What follows belongs to an exercise in optimizing a design on an open flow for small area, a short achievable clock period and few clock cycles per item; a production flow would make more cautious choices.
Where RTL was checked, it was by simulation tests only, not by an equivalence proof against the original.

## v6
// mandel_engine
module mandel_engine #(
    parameter int BITS      = 16,
    parameter int ITER_BITS = 7
) (
    input  logic                   clk,
    input  logic                   rst_n,
    input  logic                   in_valid,
    output logic                   in_ready,
    input  logic signed [BITS-1:0] in_x,
    input  logic signed [BITS-1:0] in_y,
    input  logic                   julia_mode,
    input  logic signed [BITS-1:0] julia_cx,
    input  logic signed [BITS-1:0] julia_cy,
    input  logic [ITER_BITS-1:0]   max_iter,
    input  logic                   abort,
    output logic                   out_valid,
    input  logic                   out_ready,
    output logic [ITER_BITS-1:0]   out_iter,
    output logic                   out_escaped,
    output logic                   busy
);
    logic run_q, done_q;
    logic [6:0] iter_q, lim_q;
    logic signed [15:0] cx_q, cy_q;
    logic [15:0] zxn_q, zyn_q, sxn_q, syn_q;
    logic [16:0] xn, yn;
    logic mesc;
    logic mesc_q, xh_q, yh_q, stop_q;
    mandel_dp u_dp (
        .zxn (zxn_q),
        .zyn (zyn_q),
        .cx  (cx_q),
        .cy  (cy_q),
  ...
Settings: LEC_CHECK=0, CAP_MARGIN=20, CORE_MARGIN=2, CORE_UTILIZATION=40, SLEW_MARGIN=20, SYNTH_HIERARCHICAL=1, SYNTH_MINIMUM_KEEP_SIZE=0; clock period 14.0 ns.
standard.sh (not shown) runs the stock make flow with config.mk's settings and CLKGATE_MAP_FILE= SYNTH_SCRIPT=/design/flow/synth_recipe.tcl, a recipe that flattens the netlist after the stock synthesis.
==> flow/flow/run.sh <==
#!/bin/bash
# The standard layout (standard.sh), with the port buffers made from
# sky130_fd_sc_hd__buf_1 cells instead of the default choice of a delay buffer.
set -euo pipefail
export BUFFER_PORTS_ARGS="-buffer_cell sky130_fd_sc_hd__buf_1"
bash standard.sh > standard.log 2>&1
v6: all stages complete, timing, DRC and antenna checks passed
Modified inputs, v7 compared to v6
--- a/flow/design.v
+++ b/flow/design.v
@@ -12,118 +12,117 @@
     input  logic signed [BITS-1:0] julia_cx,
     input  logic signed [BITS-1:0] julia_cy,
     input  logic [ITER_BITS-1:0]   max_iter,
     input  logic                   abort,
     output logic                   out_valid,
     input  logic                   out_ready,
     output logic [ITER_BITS-1:0]   out_iter,
     output logic                   out_escaped,
     output logic                   busy
 );
     logic run_q, done_q;
     logic [6:0] iter_q, lim_q;
-    logic signed [15:0] cx_q, cy_q;
-    logic [15:0] zxn_q, zyn_q, sxn_q, syn_q;
+    logic signed [15:0] cx_q, cy_q, zx_q, zy_q, sx_q, sy_q;
     logic [16:0] xn, yn;
     logic mesc;
     logic mesc_q, xh_q, yh_q, stop_q;
     mandel_dp u_dp (
-        .zxn (zxn_q),
-        .zyn (zyn_q),
+        .zx  (zx_q),
+        .zy  (zy_q),
         .cx  (cx_q),
         .cy  (cy_q),
         .xn  (xn),
         .yn  (yn),
         .mesc(mesc)
     );
     logic esc, fin, cyc, ckpt;
-    assign esc  = mesc_q || (xh_q == zxn_q[15]) || (yh_q == zyn_q[15]);
+    assign esc  = mesc_q || (xh_q != zx_q[15]) || (yh_q != zy_q[15]);
     assign fin  = run_q && (esc || stop_q);
-    assign cyc  = (zxn_q == sxn_q) && (zyn_q == syn_q) && (iter_q != '0);
-    assign ckpt = ((iter_q & (iter_q - 7'd1)) == '0) || (iter_q[3:0] == '0);
+    assign cyc  = (zx_q == sx_q) && (zy_q == sy_q) && (iter_q != '0);
+    assign ckpt = (iter_q & (iter_q - 7'd1)) == '0;
     logic idle, accept;
     assign idle   = !run_q && !done_q;
     assign accept = idle && in_valid;
     always_ff @(posedge clk) begin
         if (!rst_n || abort) begin
             run_q  <= 1'b0;
             done_q <= 1'b0;
         end else if (accept) begin
             run_q  <= 1'b1;
         end else if (fin) begin
             run_q  <= 1'b0;
             done_q <= !out_ready;
         end else if (done_q && out_ready) begin
             done_q <= 1'b0;
         end
     end
     always_ff @(posedge clk) begin
         if (idle) begin
-            zxn_q  <= ~in_x;
-            zyn_q  <= ~in_y;
+            zx_q   <= in_x;
+            zy_q   <= in_y;
             xh_q   <= in_x[15];
             yh_q   <= in_y[15];
             mesc_q <= 1'b0;
         end else begin
-            zxn_q  <= ~xn[15:0];
-            zyn_q  <= ~yn[15:0];
+            zx_q   <= xn[15:0];
+            zy_q   <= yn[15:0];
             xh_q   <= xn[16];
             yh_q   <= yn[16];
             mesc_q <= mesc;
         end
     end
     always_ff @(posedge clk) begin
         if (accept) begin
             cx_q  <= julia_mode ? julia_cx : in_x;
             cy_q  <= julia_mode ? julia_cy : in_y;
             lim_q <= max_iter;
         end
     end
     always_ff @(posedge clk) begin
         if (run_q && ckpt) begin
-            sxn_q <= zxn_q;
-            syn_q <= zyn_q;
+            sx_q <= zx_q;
+            sy_q <= zy_q;
         end
     end
     always_ff @(posedge clk) begin
         if (accept) begin
             iter_q <= '0;
             stop_q <= 1'b0;
         end else if (run_q && !fin) begin
             iter_q <= iter_q + 7'd1;
             stop_q <= (iter_q == lim_q) || cyc;
         end
     end
     logic esc_h;
     always_ff @(posedge clk) begin
         if (fin) esc_h <= esc;
     end
     assign in_ready    = rst_n && idle;
     assign busy        = !idle;
     assign out_valid   = done_q || fin;
     assign out_escaped = run_q ? esc : esc_h;
     assign out_iter    = out_escaped ? iter_q - 7'd1 : lim_q;
 endmodule
 module mandel_dp (
-    input  logic        [15:0] zxn,
-    input  logic        [15:0] zyn,
+    input  logic signed [15:0] zx,
+    input  logic signed [15:0] zy,
     input  logic signed [15:0] cx,
     input  logic signed [15:0] cy,
     output logic        [16:0] xn,
     output logic        [16:0] yn,
     output logic               mesc
 );
-    wire big = (zxn[15] ^ zxn[14]) | (zyn[15] ^ zyn[14]);
-    wire [14:0] x = ~zxn[14:0];
-    wire [14:0] y = ~zyn[14:0];
+    wire big = (zx[15] ^ zx[14]) | (zy[15] ^ zy[14]);
+    wire [14:0] x = zx[14:0];
+    wire [14:0] y = zy[14:0];
     wire qxp0 = x[0] & x[1];
     wire qxp1 = x[0] & x[2];
     wire qxp2 = x[0] & x[3];
     wire qxp3 = x[0] & x[4];
     wire qxp4 = x[0] & x[5];
     wire qxp5 = x[0] & x[6];
     wire qxp6 = x[0] & x[7];
     wire qxp7 = x[0] & x[8];
     wire qxp8 = x[0] & x[9];
     wire qxp9 = x[0] & x[10];
     wire qxp10 = x[0] & x[11];
     wire qxp11 = x[0] & x[12];
--- outcome ---
- v7: PASS, flow complete, no timing, DRC or antenna violations
- Between v7 and v6, it is v7 whose critical path depth is higher, by 3.
- Of v7 and v6, v7 shows the lower wire length of the first global-routing pass, with v6 above it.
- DRC violations left: v6 vs v7 identical
- v7 vs v6 — pin count of the biggest net entering global routing dropped 10.
- Overall via count from detail_route for v7 is lower than for v6.
- Sequential share of layout area: v7 < v6
- [v7 vs v6] die area: higher in v7
Testbench counts of v7, summed over its fixed seeds: cycles 85,107, points 2,048.
For v6, only the layout was checked, not whether the RTL still works.

## re-timing with driven ports
The results above use ideal ports. As a check the final layouts listed here were re-extracted and re-timed, cells and wires unchanged.
Step 1, drivers: a clkbuf_16 drives clk and a buf_2 each remaining input, both assumed.
Step 2 also shifts input and output timing later by t, the mid clock arrival at the registers, as if the neighbouring blocks saw the same clock.
a / b / c = no drivers / after step 1 / after step 2; a / b = the first two.
run	t, ns	slack for setup (ns)	worst hold slack (ns)	worst setup path after step 2	pins driven straight from the clock port
v6	0.484	7.567 / 7.567 / 7.567	0.487 / 0.487 / 0.487	register to register	1
v7	0.489	7.756 / 7.756 / 7.756	0.577 / 0.577 / 0.577	register to register	1
After both steps setup and hold are still met in every run listed.
